This is an optimization exercise on Yosys and OpenROAD, whose aim is small area and a short achievable clock period, not a production implementation.
Function was checked by simulation only, so behaviour that the tests miss may differ from the original.

==> job 4149 <==
## coreTop
module coreTop #(
	parameter logic [31:0] resetAddress = '0
) (
	input logic clk,
	input logic reset,
	input corePkg::wordT instr,
	output corePkg::wordT pc,
	output logic regWriteEnable,
	output corePkg::regIndexT writeReg,
	output corePkg::wordT writeData
);
==> module registerFile, before the edit <==
module registerFile (
	input logic clk,
	input logic reset,
	input corePkg::regIndexT srcA,
	input corePkg::regIndexT srcB,
	input corePkg::regIndexT writeReg,
	input logic regWriteEnable,
	input corePkg::wordT writeData,
	input logic useImmediate,
	input logic useRegister,
	input corePkg::wordT immediate,
	output corePkg::wordT operandA,
	output corePkg::wordT second
);
	corePkg::wordT regs [corePkg::regCount];
	logic [corePkg::regCount-1:0] valid;
	logic [corePkg::regCount-1:0] writeSel;
	logic [corePkg::regCount-1:0] selA;
	logic [corePkg::regCount-1:0] selB;
	always_comb begin
		for (int i = 0; i < corePkg::regCount; i++)
			writeSel[i] = regWriteEnable && (writeReg == corePkg::regIndexT'(i));
	end
	readSelect decodeA (
		.index(srcA),
		.valid(valid),
		.sel(selA)
	);
	readSelect decodeB (
		.index(srcB),
		.valid(valid),
		.sel(selB)
	);
	always_ff @(posedge clk) begin
		for (int i = 0; i < corePkg::regCount; i++) begin
			if (writeSel[i])
				regs[i] <= writeData;
		end
	end
	always_ff @(posedge clk) begin
		if (reset)
			valid <= '0;
		else
			valid <= valid | writeSel;
	end
	corePkg::wordT readB;
	always_comb begin
		operandA = '0;
		readB = '0;
		for (int i = 0; i < corePkg::regCount; i++) begin
			operandA = operandA | (regs[i] & {corePkg::wordWidth{selA[i]}});
			readB = readB | (regs[i] & {corePkg::wordWidth{selB[i]}});
		end
	end
	assign second = (readB & {corePkg::wordWidth{useRegister}})
		| (immediate & {corePkg::wordWidth{useImmediate}});
endmodule
==> module readSelect, before the edit <==
module readSelect (
	input corePkg::regIndexT index,
	input logic [corePkg::regCount-1:0] valid,
	output logic [corePkg::regCount-1:0] sel
);
	always_comb begin
		for (int i = 0; i < corePkg::regCount; i++)
			sel[i] = valid[i] && (index == corePkg::regIndexT'(i));
	end
endmodule
==> module coreTop, before the edit <==
module coreTop #(
	parameter logic [31:0] resetAddress = '0
) (
	input logic clk,
	input logic reset,
	input corePkg::wordT instr,
	output corePkg::wordT pc,
	output logic regWriteEnable,
	output corePkg::regIndexT writeReg,
	output corePkg::wordT writeData
);
	logic isAdd, isRsub, isAnd, isSll, isSrl, isJ, isJal, isJalr, isJr;
	corePkg::wordT operandA;
	corePkg::wordT second;
	corePkg::wordT immediate;
	logic useImmediate;
	logic useRegister;
	corePkg::wordT pcPlusOne;
	instructionDecoder decoder (
		.opcode(instr[31:23]),
		.isAdd(isAdd),
		.isRsub(isRsub),
		.isAnd(isAnd),
		.isSll(isSll),
		.isSrl(isSrl),
		.isJ(isJ),
		.isJal(isJal),
		.isJalr(isJalr),
		.isJr(isJr)
	);
	assign regWriteEnable = isAdd | isRsub | isAnd | isSll | isSrl | isJal | isJalr;
	assign writeReg = isJal ? 4'd0 : instr[22:19];
	assign useImmediate = (instr[18:16] == 3'b000);
	assign useRegister = |instr[18:16];
	assign immediate = {{20{instr[15] & (isAdd | isRsub)}}, instr[15:4]};
	registerFile regFile (
		.clk(clk),
		.reset(reset),
		.srcA(instr[3:0]),
		.srcB(instr[7:4]),
		.writeReg(writeReg),
		.regWriteEnable(regWriteEnable),
		.writeData(writeData),
		.useImmediate(useImmediate),
		.useRegister(useRegister),
		.immediate(immediate),
		.operandA(operandA),
		.second(second)
	);
	executeUnit execute (
		.operandA(operandA),
		.second(second),
		.isAdd(isAdd),
		.isRsub(isRsub),
		.isAnd(isAnd),
		.isSll(isSll),
		.isSrl(isSrl),
		.isLink(isJal | isJalr),
		.pcPlusOne(pcPlusOne),
		.writeData(writeData)
	);
	programCounter #(
		.resetAddress(resetAddress)
	) pcUnit (
		.clk(clk),
		.reset(reset),
		.jump(isJ | isJal),
		.jumpReg(isJalr | isJr),
		.jumpField(instr[22:0]),
		.operandA(operandA),
		.pc(pc),
		.pcPlusOne(pcPlusOne)
	);
endmodule
==> module executeUnit, before the edit <==
module executeUnit (
	input corePkg::wordT operandA,
	input corePkg::wordT second,
	input logic isAdd,
	input logic isRsub,
	input logic isAnd,
	input logic isSll,
	input logic isSrl,
	input logic isLink,
	input corePkg::wordT pcPlusOne,
	output corePkg::wordT writeData
);
	corePkg::wordT sumN;
	corePkg::wordT earlyN;
	corePkg::wordT level1;
	corePkg::wordT level2;
	corePkg::wordT leftN;
	corePkg::wordT rightN;
	logic [3:0] sel1Left;
	logic [3:0] sel1Right;
	logic [3:0] sel2;
	logic shiftTooWide;
	logic selSllLo, selSllHi, selSrlLo, selSrlHi;
	prefixAdder adder (
		.a(second),
		.b(operandA),
		.invB(isRsub),
		.enable(isAdd | isRsub),
		.sumN(sumN)
	);
	assign shiftTooWide = |second[31:5];
	always_comb begin
		for (int k = 0; k < 4; k++) begin
			sel1Left[k] = !isSrl && (second[1:0] == 2'(k));
			sel1Right[k] = isSrl && (second[1:0] == 2'(k));
			sel2[k] = (second[3:2] == 2'(k));
		end
	end
	assign selSllLo = isSll & ~shiftTooWide & ~second[4];
	assign selSllHi = isSll & ~shiftTooWide & second[4];
	assign selSrlLo = isSrl & ~shiftTooWide & ~second[4];
	assign selSrlHi = isSrl & ~shiftTooWide & second[4];
	shiftLevel1 shift1 (
		.a(operandA),
		.selLeft(sel1Left),
		.selRight(sel1Right),
		.y(level1)
	);
	shiftLevel2 shift2 (
		.a(level1),
		.sel(sel2),
		.y(level2)
	);
	always_comb begin
		for (int i = 0; i < corePkg::wordWidth; i++) begin
			earlyN[i] = ~((isAnd & operandA[i] & second[i]) | (isLink & pcPlusOne[i]));
			leftN[i] = ~((selSllLo & level2[i]) | (selSllHi & (i >= 16 ? level2[(i + 16) % 32] : 1'b0)));
			rightN[i] = ~((selSrlLo & level2[31 - i]) | (selSrlHi & (i <= 15 ? level2[(47 - i) % 32] : 1'b0)));
		end
	end
	for (genvar i = 0; i < corePkg::wordWidth; i++) begin : result
		nand4Cell pick (
			.a(sumN[i]),
			.b(earlyN[i]),
			.c(leftN[i]),
			.d(rightN[i]),
			.y(writeData[i])
		);
	end
endmodule
==> module shiftLevel1, before the edit <==
module shiftLevel1 (
	input corePkg::wordT a,
	input logic [3:0] selLeft,
	input logic [3:0] selRight,
	output corePkg::wordT y
);
	always_comb begin
		for (int i = 0; i < 32; i++) begin
			y[i] = 1'b0;
			for (int k = 0; k < 4; k++) begin
				if (i - k >= 0)
					y[i] = y[i] | (selLeft[k] & a[i - k]);
				if (31 - i + k <= 31)
					y[i] = y[i] | (selRight[k] & a[31 - i + k]);
			end
		end
	end
endmodule
==> module shiftLevel2, before the edit <==
module shiftLevel2 (
	input corePkg::wordT a,
	input logic [3:0] sel,
	output corePkg::wordT y
);
	always_comb begin
		for (int i = 0; i < 32; i++) begin
			y[i] = 1'b0;
			for (int k = 0; k < 4; k++)
				if (i - 4 * k >= 0)
					y[i] = y[i] | (sel[k] & a[i - 4 * k]);
		end
	end
endmodule
==> flow/config.mk <==
export PLATFORM = sky130hd
export DESIGN_NAME = coreTop
export DESIGN_NICKNAME = coreTop
export VERILOG_FILES = /design/flow/design.v
export SDC_FILE = /design/flow/constraint.sdc
export NUM_CORES = 4
export LEC_CHECK = 0
export CAP_MARGIN = 20
export CORE_MARGIN = 2
export CORE_UTILIZATION = 45
export CTS_CLUSTER_DIAMETER = 100
export CTS_CLUSTER_SIZE = 22
export SETUP_SLACK_MARGIN = 2
export SLEW_MARGIN = 20
export SYNTH_HIERARCHICAL = 1
==> flow/constraint.sdc <==
create_clock -name core_clock -period 12.0 [get_ports {clk}]
set_input_delay 2.4000 -clock core_clock [delete_from_list [all_inputs] [get_ports {clk}]]
set_output_delay 2.4000 -clock core_clock [all_outputs]
set_load 0.01 [all_outputs]
standard.sh (not shown) runs the stock make flow with config.mk's settings and CLKGATE_MAP_FILE= SYNTH_SCRIPT=/design/flow/synth_recipe.tcl, a recipe that flattens the netlist after the stock synthesis.
==> flow/flow/run.sh <==
#!/bin/bash
# The standard layout (the standard.sh, all ORFS steps), with the port buffers that
# buffer_ports inserts made plain buf_4 cells instead of the library's default pick.
set -euo pipefail
export BUFFER_PORTS_ARGS="-buffer_cell sky130_fd_sc_hd__buf_4"
bash standard.sh finish > standard_flow.log 2>&1
==> inputs of job 4327, as changes to job 4149 <==
--- a/flow/design.v
+++ b/flow/design.v
@@ -49,3 +49,2 @@
 	input logic useImmediate,
-	input logic useRegister,
 	input corePkg::wordT immediate,
@@ -65,2 +64,3 @@
 		.index(srcA),
+		.enable(1'b1),
 		.valid(valid),
@@ -70,2 +70,3 @@
 		.index(srcB),
+		.enable(!useImmediate),
 		.valid(valid),
@@ -85,13 +86,10 @@
 	end
-	corePkg::wordT readB;
 	always_comb begin
 		operandA = '0;
-		readB = '0;
+		second = immediate & {corePkg::wordWidth{useImmediate}};
 		for (int i = 0; i < corePkg::regCount; i++) begin
 			operandA = operandA | (regs[i] & {corePkg::wordWidth{selA[i]}});
-			readB = readB | (regs[i] & {corePkg::wordWidth{selB[i]}});
+			second = second | (regs[i] & {corePkg::wordWidth{selB[i]}});
 		end
 	end
-	assign second = (readB & {corePkg::wordWidth{useRegister}})
-		| (immediate & {corePkg::wordWidth{useImmediate}});
 endmodule
@@ -99,2 +97,3 @@
 	input corePkg::regIndexT index,
+	input logic enable,
 	input logic [corePkg::regCount-1:0] valid,
@@ -104,3 +103,3 @@
 		for (int i = 0; i < corePkg::regCount; i++)
-			sel[i] = valid[i] && (index == corePkg::regIndexT'(i));
+			sel[i] = enable && valid[i] && (index == corePkg::regIndexT'(i));
 	end
@@ -755,3 +754,2 @@
 	logic useImmediate;
-	logic useRegister;
 	corePkg::wordT pcPlusOne;
@@ -772,3 +770,2 @@
 	assign useImmediate = (instr[18:16] == 3'b000);
-	assign useRegister = |instr[18:16];
 	assign immediate = {{20{instr[15] & (isAdd | isRsub)}}, instr[15:4]};
@@ -783,3 +780,2 @@
 		.useImmediate(useImmediate),
-		.useRegister(useRegister),
 		.immediate(immediate),
==> flow/run.sh (new file) <==
#!/bin/bash
# synth_recipe.tcl (not shown) runs the flow's synth.tcl, then flattens the netlist and writes it again
# the make line also repeats each setting of config.mk as NAME=value (left out here)
make -C /OpenROAD-flow-scripts/flow DESIGN_CONFIG=/design/flow/config.mk WORK_HOME=/design/flow/orfs CLKGATE_MAP_FILE= SYNTH_SCRIPT=/design/flow/synth_recipe.tcl finish
--- a/flow/config.mk
+++ b/flow/config.mk
@@ -10,5 +10,3 @@
 export CORE_UTILIZATION = 45
-export CTS_CLUSTER_DIAMETER = 100
-export CTS_CLUSTER_SIZE = 22
-export SETUP_SLACK_MARGIN = 2
+export SETUP_SLACK_MARGIN = 3
 export SLEW_MARGIN = 20
removed: flow/flow/run.sh
removed: flow/standard.sh
==> inputs of job 6051, as changes to job 4149 <==
--- a/flow/design.v
+++ b/flow/design.v
@@ -52,5 +52,7 @@
 	output corePkg::wordT operandA,
-	output corePkg::wordT second
+	output corePkg::wordT second,
+	output logic secondTooWide
 );
 	corePkg::wordT regs [corePkg::regCount];
+	logic [corePkg::regCount-1:0] tooWide;
 	logic [corePkg::regCount-1:0] valid;
@@ -75,4 +77,6 @@
 		for (int i = 0; i < corePkg::regCount; i++) begin
-			if (writeSel[i])
+			if (writeSel[i]) begin
 				regs[i] <= writeData;
+				tooWide[i] <= |writeData[31:5];
+			end
 		end
@@ -94,2 +98,4 @@
 	end
+	assign secondTooWide = (useRegister && |(tooWide & selB))
+		|| (useImmediate && |immediate[11:5]);
 	assign second = (readB & {corePkg::wordWidth{useRegister}})
@@ -111,2 +117,3 @@
 	input corePkg::wordT second,
+	input logic secondTooWide,
 	input logic isAdd,
@@ -118,3 +125,4 @@
 	input corePkg::wordT pcPlusOne,
-	output corePkg::wordT writeData
+	output corePkg::wordT writeData,
+	output corePkg::wordT writeDataReg
 );
@@ -126,4 +134,4 @@
 	corePkg::wordT rightN;
-	logic [3:0] sel1Left;
-	logic [3:0] sel1Right;
+	corePkg::wordT shiftIn;
+	logic [3:0] sel1;
 	logic [3:0] sel2;
@@ -138,7 +146,6 @@
 	);
-	assign shiftTooWide = |second[31:5];
+	assign shiftTooWide = secondTooWide;
 	always_comb begin
 		for (int k = 0; k < 4; k++) begin
-			sel1Left[k] = !isSrl && (second[1:0] == 2'(k));
-			sel1Right[k] = isSrl && (second[1:0] == 2'(k));
+			sel1[k] = (second[1:0] == 2'(k));
 			sel2[k] = (second[3:2] == 2'(k));
@@ -150,9 +157,12 @@
 	assign selSrlHi = isSrl & ~shiftTooWide & second[4];
-	shiftLevel1 shift1 (
-		.a(operandA),
-		.selLeft(sel1Left),
-		.selRight(sel1Right),
+	always_comb begin
+		for (int i = 0; i < corePkg::wordWidth; i++)
+			shiftIn[i] = isSrl ? operandA[corePkg::wordWidth-1-i] : operandA[i];
+	end
+	shiftLevel #(.step(1)) shift1 (
+		.a(shiftIn),
+		.sel(sel1),
 		.y(level1)
 	);
-	shiftLevel2 shift2 (
+	shiftLevel #(.step(4)) shift2 (
 		.a(level1),
@@ -176,23 +186,14 @@
 		);
+		nand4Cell pickReg (
+			.a(sumN[i]),
+			.b(earlyN[i]),
+			.c(leftN[i]),
+			.d(rightN[i]),
+			.y(writeDataReg[i])
+		);
 	end
 endmodule
-module shiftLevel1 (
-	input corePkg::wordT a,
-	input logic [3:0] selLeft,
-	input logic [3:0] selRight,
-	output corePkg::wordT y
-);
-	always_comb begin
-		for (int i = 0; i < 32; i++) begin
-			y[i] = 1'b0;
-			for (int k = 0; k < 4; k++) begin
-				if (i - k >= 0)
-					y[i] = y[i] | (selLeft[k] & a[i - k]);
-				if (31 - i + k <= 31)
-					y[i] = y[i] | (selRight[k] & a[31 - i + k]);
-			end
-		end
-	end
-endmodule
-module shiftLevel2 (
+module shiftLevel #(
+	parameter int step = 1
+) (
 	input corePkg::wordT a,
@@ -205,4 +206,4 @@
 			for (int k = 0; k < 4; k++)
-				if (i - 4 * k >= 0)
-					y[i] = y[i] | (sel[k] & a[i - 4 * k]);
+				if (i - step * k >= 0)
+					y[i] = y[i] | (sel[k] & a[i - step * k]);
 		end
@@ -757,2 +758,4 @@
 	corePkg::wordT pcPlusOne;
+	corePkg::wordT writeDataReg;
+	logic secondTooWide;
 	instructionDecoder decoder (
@@ -781,3 +784,3 @@
 		.regWriteEnable(regWriteEnable),
-		.writeData(writeData),
+		.writeData(writeDataReg),
 		.useImmediate(useImmediate),
@@ -786,3 +789,4 @@
 		.operandA(operandA),
-		.second(second)
+		.second(second),
+		.secondTooWide(secondTooWide)
 	);
@@ -791,2 +795,3 @@
 		.second(second),
+		.secondTooWide(secondTooWide),
 		.isAdd(isAdd),
@@ -798,3 +803,4 @@
 		.pcPlusOne(pcPlusOne),
-		.writeData(writeData)
+		.writeData(writeData),
+		.writeDataReg(writeDataReg)
 	);
==> flow/flow/run.sh (replaced) <==
#!/bin/bash
# The standard layout (the standard.sh, all ORFS steps), with the port buffers that
# buffer_ports inserts made plain buf_2 cells instead of the library's default pick.
set -euo pipefail
export BUFFER_PORTS_ARGS="-buffer_cell sky130_fd_sc_hd__buf_2"
bash standard.sh finish > standard_flow.log 2>&1
--- a/flow/config.mk
+++ b/flow/config.mk
@@ -12,3 +12,3 @@
 export CTS_CLUSTER_SIZE = 22
-export SETUP_SLACK_MARGIN = 2
+export SETUP_SLACK_MARGIN = 3
 export SLEW_MARGIN = 20
==> inputs of job 3456, as changes to job 4149 <==
--- a/flow/design.v
+++ b/flow/design.v
@@ -52,5 +52,7 @@
 	output corePkg::wordT operandA,
-	output corePkg::wordT second
+	output corePkg::wordT second,
+	output logic secondTooWide
 );
 	corePkg::wordT regs [corePkg::regCount];
+	logic [corePkg::regCount-1:0] tooWide;
 	logic [corePkg::regCount-1:0] valid;
@@ -75,4 +77,6 @@
 		for (int i = 0; i < corePkg::regCount; i++) begin
-			if (writeSel[i])
+			if (writeSel[i]) begin
 				regs[i] <= writeData;
+				tooWide[i] <= |writeData[31:5];
+			end
 		end
@@ -94,2 +98,4 @@
 	end
+	assign secondTooWide = (useRegister && |(tooWide & selB))
+		|| (useImmediate && |immediate[11:5]);
 	assign second = (readB & {corePkg::wordWidth{useRegister}})
@@ -111,2 +117,3 @@
 	input corePkg::wordT second,
+	input logic secondTooWide,
 	input logic isAdd,
@@ -118,3 +125,4 @@
 	input corePkg::wordT pcPlusOne,
-	output corePkg::wordT writeData
+	output corePkg::wordT writeData,
+	output corePkg::wordT writeDataReg
 );
@@ -126,4 +134,4 @@
 	corePkg::wordT rightN;
-	logic [3:0] sel1Left;
-	logic [3:0] sel1Right;
+	corePkg::wordT shiftIn;
+	logic [3:0] sel1;
 	logic [3:0] sel2;
@@ -138,7 +146,6 @@
 	);
-	assign shiftTooWide = |second[31:5];
+	assign shiftTooWide = secondTooWide;
 	always_comb begin
 		for (int k = 0; k < 4; k++) begin
-			sel1Left[k] = !isSrl && (second[1:0] == 2'(k));
-			sel1Right[k] = isSrl && (second[1:0] == 2'(k));
+			sel1[k] = (second[1:0] == 2'(k));
 			sel2[k] = (second[3:2] == 2'(k));
@@ -150,9 +157,12 @@
 	assign selSrlHi = isSrl & ~shiftTooWide & second[4];
-	shiftLevel1 shift1 (
-		.a(operandA),
-		.selLeft(sel1Left),
-		.selRight(sel1Right),
+	always_comb begin
+		for (int i = 0; i < corePkg::wordWidth; i++)
+			shiftIn[i] = isSrl ? operandA[corePkg::wordWidth-1-i] : operandA[i];
+	end
+	shiftLevel #(.step(1)) shift1 (
+		.a(shiftIn),
+		.sel(sel1),
 		.y(level1)
 	);
-	shiftLevel2 shift2 (
+	shiftLevel #(.step(4)) shift2 (
 		.a(level1),
@@ -176,23 +186,14 @@
 		);
+		nand4Cell pickReg (
+			.a(sumN[i]),
+			.b(earlyN[i]),
+			.c(leftN[i]),
+			.d(rightN[i]),
+			.y(writeDataReg[i])
+		);
 	end
 endmodule
-module shiftLevel1 (
-	input corePkg::wordT a,
-	input logic [3:0] selLeft,
-	input logic [3:0] selRight,
-	output corePkg::wordT y
-);
-	always_comb begin
-		for (int i = 0; i < 32; i++) begin
-			y[i] = 1'b0;
-			for (int k = 0; k < 4; k++) begin
-				if (i - k >= 0)
-					y[i] = y[i] | (selLeft[k] & a[i - k]);
-				if (31 - i + k <= 31)
-					y[i] = y[i] | (selRight[k] & a[31 - i + k]);
-			end
-		end
-	end
-endmodule
-module shiftLevel2 (
+module shiftLevel #(
+	parameter int step = 1
+) (
 	input corePkg::wordT a,
@@ -205,4 +206,4 @@
 			for (int k = 0; k < 4; k++)
-				if (i - 4 * k >= 0)
-					y[i] = y[i] | (sel[k] & a[i - 4 * k]);
+				if (i - step * k >= 0)
+					y[i] = y[i] | (sel[k] & a[i - step * k]);
 		end
@@ -757,2 +758,4 @@
 	corePkg::wordT pcPlusOne;
+	corePkg::wordT writeDataReg;
+	logic secondTooWide;
 	instructionDecoder decoder (
@@ -781,3 +784,3 @@
 		.regWriteEnable(regWriteEnable),
-		.writeData(writeData),
+		.writeData(writeDataReg),
 		.useImmediate(useImmediate),
@@ -786,3 +789,4 @@
 		.operandA(operandA),
-		.second(second)
+		.second(second),
+		.secondTooWide(secondTooWide)
 	);
@@ -791,2 +795,3 @@
 		.second(second),
+		.secondTooWide(secondTooWide),
 		.isAdd(isAdd),
@@ -798,3 +803,4 @@
 		.pcPlusOne(pcPlusOne),
-		.writeData(writeData)
+		.writeData(writeData),
+		.writeDataReg(writeDataReg)
 	);
--- a/flow/config.mk
+++ b/flow/config.mk
@@ -12,3 +12,3 @@
 export CTS_CLUSTER_SIZE = 22
-export SETUP_SLACK_MARGIN = 2
+export SETUP_SLACK_MARGIN = 3.25
 export SLEW_MARGIN = 20
==> qor.csv <==
stage;metric;value;unit
outcome;status;no timing/DRC/antenna violations;
logic_synthesis;synthCells;2562;
power_and_ir_drop;vdd_drop_max;0.0001061;V
placement;post-dp-hpwl;98.00;mm
worst_setup_path;slowest_delay;360;ps
That was job 4327.
==> qor.csv <==
stage;metric;value;unit
outcome;status;no timing/DRC/antenna violations;
worst_setup_path;slowest_delay;400;ps
logic_synthesis;synthCells;2506;
run;drv_cap;0;
power_and_ir_drop;vdd_drop_max;0.0001043;V
placement;post-dp-hpwl;83.70;mm
clock_tree;cts_buffers;30;
hold_path;hold_depth;2;
That was job 3456.
==> qor.csv <==
stage;metric;value;unit
placement;place_congestion;1.013;
worst_setup_path;slowest_delay;530;ps
power_and_ir_drop;p_seq;2100;uW
global_routing;grt_max_degree;65;
floorplanning;core_area;67280;um^2
outcome;status;no timing/DRC/antenna violations;
logic_synthesis;synthCells;2529;
placement;post-dp-hpwl;86.76;mm
That was job 4149.
==> qor.csv <==
stage;metric;value;unit
outcome;status;no timing/DRC/antenna violations;
worst_setup_path;slowest_delay;420;ps
placement;post-dp-hpwl;84.80;mm
final_layout;antenna_cells;1;
That was job 6051.

-- static timing again, ports no longer ideal --
No port has a modelled driver above. Below, the same layouts with a new extraction and two added sets of constraints.
Step 1 assumes that a clkbuf_16 drives the clock port and a buf_2 every other input.
Step 2, shift: input delay + t, output delay - t, t = (earliest + latest rising clock arrival at the registers) / 2. This alone moves slack from input paths to output paths.
a / b / c = ideal / step 1 / step 2; a / b = the first two.
run | shift t [ns] | setup WS [ns] | worst slew at a driven data input, ns
job 4149 | 0.663 | 2.084 / 2.055 / 2.055 | 0.05
job 4327 | 0.716 | 2.780 / 2.748 / 2.748 | 0.05
job 6051 | 0.704 | 3.008 / 2.970 / 2.940 | 0.05
job 3456 | 0.681 | 3.228 / 3.202 / 3.074 | 0.04
After both steps setup and hold are still met in every run listed. For job 3456, which loses most, drivers alone change the setup slack by -0.026 ns; drivers and shift together by -0.154 ns.
